Source: an optimization exercise on an open RTL-to-GDS flow (aim: small area). Production flows keep margins and buffers that such runs may drop.
Only simulation tests tie the RTL to the original design; equivalence was not proved.
Power and IR drop assume default switching activity.

--- flow/design.v ---
package prog_data_mem_pkg;
  typedef enum logic [1:0] {CLEAR, LOAD, RUN} state_t;
  typedef enum logic [1:0] {SRC_CLR, SRC_LD, SRC_CPU} wsel_t;
  localparam int ADDR_W_DEF = 8;
  localparam int DATA_W_DEF = 8;
  localparam int INS_BYTES_DEF = 2;
  localparam int PROT_LIMIT_DEF = 64;
  localparam int MAX_B = 4;
  localparam int MAX_W = 32;
  function automatic logic [MAX_B*MAX_W-1:0] pack_le(input logic [MAX_B-1:0][MAX_W-1:0] b, input int n, input int w);
    logic [MAX_B*MAX_W-1:0] r;
    r = '0;
    for (int i = 0; i < MAX_B; i++)
      for (int j = 0; j < MAX_W; j++)
        if (i < n && j < w) r[i*w+j] = b[i][j];
    pack_le = r;
  endfunction
endpackage
module mem_init_fsm #(
  parameter int ADDR_W = prog_data_mem_pkg::ADDR_W_DEF
) (
  input  logic              clk,
  input  logic              rst_n,
  input  logic              ld_done,
  output prog_data_mem_pkg::state_t            state,
  output logic [ADDR_W-1:0] ptr,
  output logic              ready,
  output prog_data_mem_pkg::wsel_t             wsel
);
  prog_data_mem_pkg::state_t nxt;
  always_ff @(posedge clk) begin
    state <= !rst_n ? prog_data_mem_pkg::CLEAR : nxt;
    ptr   <= !rst_n ? '0 : (state == prog_data_mem_pkg::CLEAR ? ptr + 1'b1 : ptr);
  end
  always_comb begin
    nxt   = (state == prog_data_mem_pkg::CLEAR && &ptr) ? prog_data_mem_pkg::LOAD : (state == prog_data_mem_pkg::LOAD && ld_done) ? prog_data_mem_pkg::RUN : state;
    ready = state == prog_data_mem_pkg::RUN;
    wsel  = state == prog_data_mem_pkg::CLEAR ? prog_data_mem_pkg::SRC_CLR : state == prog_data_mem_pkg::LOAD ? prog_data_mem_pkg::SRC_LD : prog_data_mem_pkg::SRC_CPU;
  end
endmodule
module prog_data_mem #(
  parameter int ADDR_W     = prog_data_mem_pkg::ADDR_W_DEF,
  parameter int DATA_W     = prog_data_mem_pkg::DATA_W_DEF,
  parameter int INS_BYTES  = prog_data_mem_pkg::INS_BYTES_DEF,
  parameter int PROT_LIMIT = prog_data_mem_pkg::PROT_LIMIT_DEF
) (
  input  logic                          clk,
  input  logic                          rst_n,
  input  logic                          ld_we,
  input  logic [ADDR_W-1:0]             ld_addr,
  input  logic [DATA_W-1:0]             ld_data,
  input  logic                          ld_done,
  output logic                          ready,
  input  logic                          f_req,
  input  logic [ADDR_W-1:0]             f_addr,
  output logic [INS_BYTES*DATA_W-1:0]   f_ins,
  output logic                          f_valid,
  input  logic                          d_re,
  input  logic                          d_we,
  input  logic [ADDR_W-1:0]             d_addr,
  input  logic [DATA_W-1:0]             d_wdata,
  output logic [DATA_W-1:0]             d_rdata,
  output logic                          d_rvalid,
  output logic                          d_err
);
  localparam int DEPTH = 2**ADDR_W;
  localparam int INS_W = INS_BYTES*DATA_W;
  prog_data_mem_pkg::state_t state;
  prog_data_mem_pkg::wsel_t wsel;
  logic [ADDR_W-1:0] ptr, waddr;
  logic [DATA_W-1:0] mem [DEPTH];
  logic [DATA_W-1:0] wdata;
  logic [prog_data_mem_pkg::MAX_B-1:0][prog_data_mem_pkg::MAX_W-1:0] fb;
  logic run, prot, we;
  mem_init_fsm #(.ADDR_W(ADDR_W)) u_fsm (
    .clk(clk),
    .rst_n(rst_n),
    .ld_done(ld_done),
    .state(state),
    .ptr(ptr),
    .ready(ready),
    .wsel(wsel)
  );
  always_comb begin
    run   = state == prog_data_mem_pkg::RUN;
    prot  = 32'(d_addr) < PROT_LIMIT;
    we    = rst_n && (wsel == prog_data_mem_pkg::SRC_CLR || (wsel == prog_data_mem_pkg::SRC_LD && ld_we) || (run && d_we && !prot));
    waddr = wsel == prog_data_mem_pkg::SRC_CLR ? ptr : wsel == prog_data_mem_pkg::SRC_LD ? ld_addr : d_addr;
    wdata = wsel == prog_data_mem_pkg::SRC_CLR ? '0 : wsel == prog_data_mem_pkg::SRC_LD ? ld_data : d_wdata;
    fb    = '0;
    for (int i = 0; i < INS_BYTES; i++) fb[i][DATA_W-1:0] = mem[f_addr + ADDR_W'(i)];
  end
  always_ff @(posedge clk)
    if (we) mem[waddr] <= wdata;
  always_ff @(posedge clk) begin
    if (!rst_n) begin
      f_valid  <= 1'b0;
      d_rvalid <= 1'b0;
      d_err    <= 1'b0;
      f_ins    <= '0;
      d_rdata  <= '0;
    end else begin
      f_valid  <= run && f_req;
      d_rvalid <= run && d_re && !d_we;
      d_err    <= d_we && (state == prog_data_mem_pkg::LOAD || (run && prot));
      if (run && f_req) f_ins <= INS_W'(prog_data_mem_pkg::pack_le(fb, INS_BYTES, DATA_W));
      if (run && d_re && !d_we) d_rdata <= mem[d_addr];
    end
  end
endmodule
--- flow/run.sh ---
#!/bin/bash
# synth_recipe.tcl (not shown) runs the flow's synth.tcl, then flattens the netlist and writes it again
# the make line also repeats each setting of config.mk as NAME=value (left out here)
make -C /OpenROAD-flow-scripts/flow DESIGN_CONFIG=/design/flow/config.mk WORK_HOME=/design/flow/orfs CLKGATE_MAP_FILE= SYNTH_SCRIPT=/design/flow/synth_recipe.tcl finish
--- flow/config.mk ---
export PLATFORM = sky130hd
export DESIGN_NAME = prog_data_mem
export DESIGN_NICKNAME = prog_data_mem
export VERILOG_FILES = /design/flow/design.v
export SDC_FILE = /design/flow/constraint.sdc
export NUM_CORES = 4
export LEC_CHECK = 0
export CAP_MARGIN = 20
export CORE_MARGIN = 2
export CORE_UTILIZATION = 40
export SLEW_MARGIN = 20
--- flow/constraint.sdc ---
create_clock -name core_clock -period 8.0 [get_ports {clk}]
set_input_delay 1.6000 -clock core_clock [delete_from_list [all_inputs] [get_ports {clk}]]
set_output_delay 1.6000 -clock core_clock [all_outputs]
set_load 0.01 [all_outputs]
==> flow_metrics.env <==
export IMPL_hold_violations=0
export IMPL_critPathMaxFanout=55
export IMPL_power_combinational_fraction=0.124
export IMPL_grt_pass1_wl_um=589000
export IMPL_worst_r2r_cell_count=5
export IMPL_async_flop_share=0
export IMPL_finalCritPeriodShare=0.681
export IMPL_yosysUniqueCellTypes=71
export IMPL_drive_gt1_frac=0.372
export IMPL_power_density_nw_per_um2=203
export IMPL_cts_sinks=2085
export IMPL_leakagePower_nw=40.4
export IMPL_worstSetupPathType="in -> reg"
export IMPL_wl_per_cell_um=43.4
export IMPL_cts_tree="built"
export IMPL_seq_power_share=0.461
export IMPL_wl_um=431000
export IMPL_synth_main_ff_cell="edfxtp_1"
export IMPL_worst_path_buf_inv=2
export IMPL_arrival_ns=6.27
export IMPL_root_buffer="clkbuf_16"
export IMPL_p_sw_w=0.00657
export IMPL_clockBufferDepth=3
export IMPL_start_util=0.402
export IMPL_pwr_share_clk=0.415
export IMPL_final_max_slew_viol_count=0
export IMPL_antenna_found_initial=20
export IMPL_num_fill_cells=24100
export IMPL_seq_area_frac_synth=0.544
export IMPL_power_internal_w=0.0191
export IMPL_finalSetupViolations=0
export IMPL_grt_pass1_vias=69400
export IMPL_vias_per_cell=7.26
export IMPL_rsz0062_at_grt="no"
export IMPL_dp_hpwl_um=290000
export IMPL_drt_pass1_iterations=6
export IMPL_power_total_w=0.0257
export IMPL_finalCriticalPeriod_ns=5.45
export IMPL_grt_overflow=0
export IMPL_critPathRequiredTime_ns=8.83
export IMPL_die_x_um=539
export IMPL_layout_nets=6025
export IMPL_drt_iter0_markers=12800
export IMPL_synth_edf_count=2048
export IMPL_finClkSkew_ns=0.0511
export IMPL_drtAntennaViolNets=0
export IMPL_worstPathCellList="buf_8 > ha_4 > buf_4 > mux4_2 > o211ai_1 > a221oi_1 > a22oi_1 > a311o_1 > o311ai_2"
export IMPL_holdPathStages=2
export IMPL_syn_to_final_growth_pct=10.3
export IMPL_status="complete, no violations"
export IMPL_syn_avg_cell_area_um2=18.8
export IMPL_core_area_um2=285000
export IMPL_die_h_um=539
export IMPL_grt_usage=0.293
export IMPL_clk_insertion_delay_late_ns=0.93
export IMPL_vias=72200
export IMPL_ir_drop_mv=0.237
export IMPL_rows=196
export IMPL_synth_nets=6119
export IMPL_synth_cells=6070
export IMPL_worst_pin_slew_ns=1.36
export IMPL_synth_seq_cells=2085
export IMPL_drc=0
export IMPL_io_buffers=74
export IMPL_gp_congestion=1.10
export IMPL_max_stage_delay_ns=0.99
export IMPL_crit_cells=9
export IMPL_post_cts_resized=0
export IMPL_htree_levels=4
export IMPL_die_area_um2=290000
export IMPL_pre_cts_slack_ns=1.76
export IMPL_cp_top_family="compound AO/OA/AOI/OAI gates"
export IMPL_hold_buffers=0
export IMPL_netlist_area_um2=114000
export IMPL_clk_pin_slew_ns=0.06
export IMPL_slew_limit_headroom=0.0851
export IMPL_cp_end_kind="register"
export IMPL_hold_slack_ns=0.522
export IMPL_numCtsBuffers=224
export IMPL_setup_ws_ns=2.55
export IMPL_timing_max_cap_violations=0
export IMPL_grt_max_degree=145
export IMPL_fmax_ghz=0.184
export IMPL_swShare=0.256
export IMPL_start_kind="input pin"
export IMPL_hp_class="reg -> reg"
export IMPL_postCtsSetupBuffers=0
export IMPL_ys_warn_count=2
export IMPL_tns_ns=0
export IMPL_critPathSlowestCell="a221oi_1"
export IMPL_ioPinCount=75
-- power by group through the flow --
stage | registers [W] | clock network, W | logic (W)
6_report | 0.0118 | 0.0107 | 0.00319
2_1_floorplan | 0.0121 | 0 | 0.00203
3_3_place_gp | 0.0121 | 0 | 0.00310
5_1_grt | 0.0118 | 0.0111 | 0.00323
4_1_cts | 0.0118 | 0.0107 | 0.00311
3_5_place_dp | 0.0121 | 0 | 0.00310
-- layer usage --
| metal | vias up | GRT usage | part of all wire |
|---|---|---|---|
| li1 | 26600 | - | - |
| met1 | 38600 | 0.378 | 0.35 |
| met2 | 5909 | 0.448 | 0.46 |
| met3 | 1019 | 0.0982 | 0.14 |
| met4 | 26 | 0.141 | 0.059 |
| met5 | - | 0 | 0.00041 |
-- path summary, 6_finish.rpt --
| path | end | slack, ns | start |
|---|---|---|---|
| max | f_ins[12]$_SDFFE_PN0P_ | 2.55 | f_addr[1] |
| max reg2reg | mem[42][3]$_DFFE_PP_ | 3.15 | u_fsm.state[0]$_SDFFE_PN0P_ |
| min | u_fsm.ptr[7]$_SDFFE_PN0P_ | 0.52 | u_fsm.ptr[7]$_SDFFE_PN0P_ |
| min reg2reg | u_fsm.ptr[7]$_SDFFE_PN0P_ | 0.52 | u_fsm.ptr[7]$_SDFFE_PN0P_ |
-- kinds of logic (layout without fill, tap and decap cells) --
logic type               Yosys count  count (layout)  share of synthesized area
AO/OA/AOI/OAI                    544             544                     0.0344
XOR/XNOR                          13              13                    0.00129
adder cells (fa/ha/maj)            2               2                   0.000219
buffers and inverters            598             695                     0.0311
flip-flops                      2085            2085                      0.544
multiplexers                    1910            1910                      0.354
other                              0               7                          0
AND/OR/NAND/NOR                  918             918                     0.0351
-- synthesized netlist by cell type (11+ instances only) --
| master | count | area, um2 |
|---|---|---|
| mux2i_1 | 208 | 2080 |
| nor2b_1 | 13 | 81.3 |
| buf_6 | 55 | 619 |
| and3_1 | 12 | 75.1 |
| a21oi_1 | 100 | 500 |
| buf_8 | 18 | 270 |
| a311oi_1 | 16 | 140 |
| buf_4 | 88 | 661 |
| dfxtp_1 | 37 | 741 |
| nor4_1 | 15 | 93.8 |
| a221oi_1 | 23 | 201 |
| and2_1 | 19 | 119 |
| nand2_1 | 277 | 1040 |
| a32oi_1 | 19 | 166 |
| nand4_1 | 17 | 106 |
| buf_1 | 60 | 225 |
| buf_2 | 145 | 726 |
| clkbuf_1 | 213 | 800 |
| mux4_2 | 1689 | 38000 |
| o211ai_1 | 11 | 82.6 |
| a22oi_1 | 152 | 1140 |
| o2111ai_1 | 48 | 420 |
| nand3_1 | 223 | 1120 |
| nor2_1 | 299 | 1120 |
| nor3_1 | 22 | 110 |
| edfxtp_1 | 2048 | 61500 |
| o21a_1 | 12 | 90.1 |
| a22o_1 | 30 | 263 |
| a2111oi_0 | 13 | 114 |
| o22ai_1 | 18 | 113 |
| a31oi_1 | 16 | 100 |
| o21ai_0 | 36 | 180 |
| a32o_1 | 12 | 120 |
-- tightest hold or removal path: cells and delay by family (launching register included) --
| kind | cells | cell delay (ns) |
|---|---|---|
| AOI/OAI and AO/OA | 2 | 0.14 |
| DFF | 1 | 0.33 |
-- cell type report --
type	instances	area, um2	area share
Sequential cell	2085	62200	0.493
Antenna cell	7	17.5	0.000139
Multi-Input combinational cell	3387	48900	0.387
Clock buffer	268	5840	0.0463
Timing Repair Buffer	274	2890	0.0229
Inverter	4	15.0	0.000119
Clock inverter	149	1560	0.0124
Tap cell	3762	4710	0.0373
-- sequential cells by signal, summed over array words and instances, names as in the netlist --
register and cells:
f_ins 16, d_err 1, f_valid 1, u_fsm.ptr 8, d_rdata 8, d_rvalid 1
mem 2048, u_fsm.state 2
-- layout by cell type, fill, tap and decap left out, types with 8 or more instances in the layout --
master | netlist | routed
a2111oi_0 | 13 | 13
a21oi_1 | 100 | 100
a221oi_1 | 23 | 23
a22o_1 | 30 | 22
a22o_4 | 0 | 8
a22oi_1 | 152 | 152
a311oi_1 | 16 | 16
a31oi_1 | 16 | 16
a32o_1 | 12 | 12
a32oi_1 | 19 | 19
and2_1 | 19 | 18
and3_1 | 12 | 12
buf_12 | 6 | 48
buf_4 | 88 | 151
bufinv_16 | 0 | 25
clkbuf_1 | 213 | 39
clkbuf_16 | 0 | 226
clkdlybuf4s50_1 | 0 | 65
clkinv_1 | 0 | 47
clkinv_2 | 0 | 43
clkinvlp_4 | 0 | 12
dfxtp_1 | 37 | 36
edfxtp_1 | 2048 | 2048
mux2i_1 | 208 | 208
mux4_1 | 10 | 10
mux4_2 | 1689 | 1689
nand2_1 | 277 | 276
nand3_1 | 223 | 207
nand3_2 | 1 | 17
nand4_1 | 17 | 17
nor2_1 | 299 | 287
nor3_1 | 22 | 22
nor4_1 | 15 | 14
o2111ai_1 | 48 | 48
o211ai_1 | 11 | 11
o21a_1 | 12 | 12
o21ai_0 | 36 | 35
o21ai_1 | 8 | 9
o22ai_1 | 18 | 18
-- stage by stage --
stage          cell area (um2)  utilization  instances
2_1_floorplan           114000            -       6070
3_3_place_gp            119000        0.417       9510
3_5_place_dp            119000        0.417       9511
4_1_cts                 126000        0.443       9928
5_1_grt                 126000        0.443       9932
6_report                126000        0.443       9936

[separate check: timing with driven ports]
In the flow no input, the clock included, has a driving cell. The finished layout below was timed again as built, in two steps.
Step 1 assumes that a clkbuf_16 drives the clock port and a buf_2 every other input.
Step 2 also shifts input and output timing later by t, the mid clock arrival at the registers, as if the neighbouring blocks saw the same clock.
a / b / c = ideal ports / drivers / drivers and shift; a / b = the first two.
t (ns): 1.010
slack for setup (ns): 2.555 / 2.609 / 1.599
worst setup path at the end: input to register
After both steps this run still meets setup and hold. The setup slack of this run moves by +0.054 ns with the drivers and by -0.956 ns with both steps.
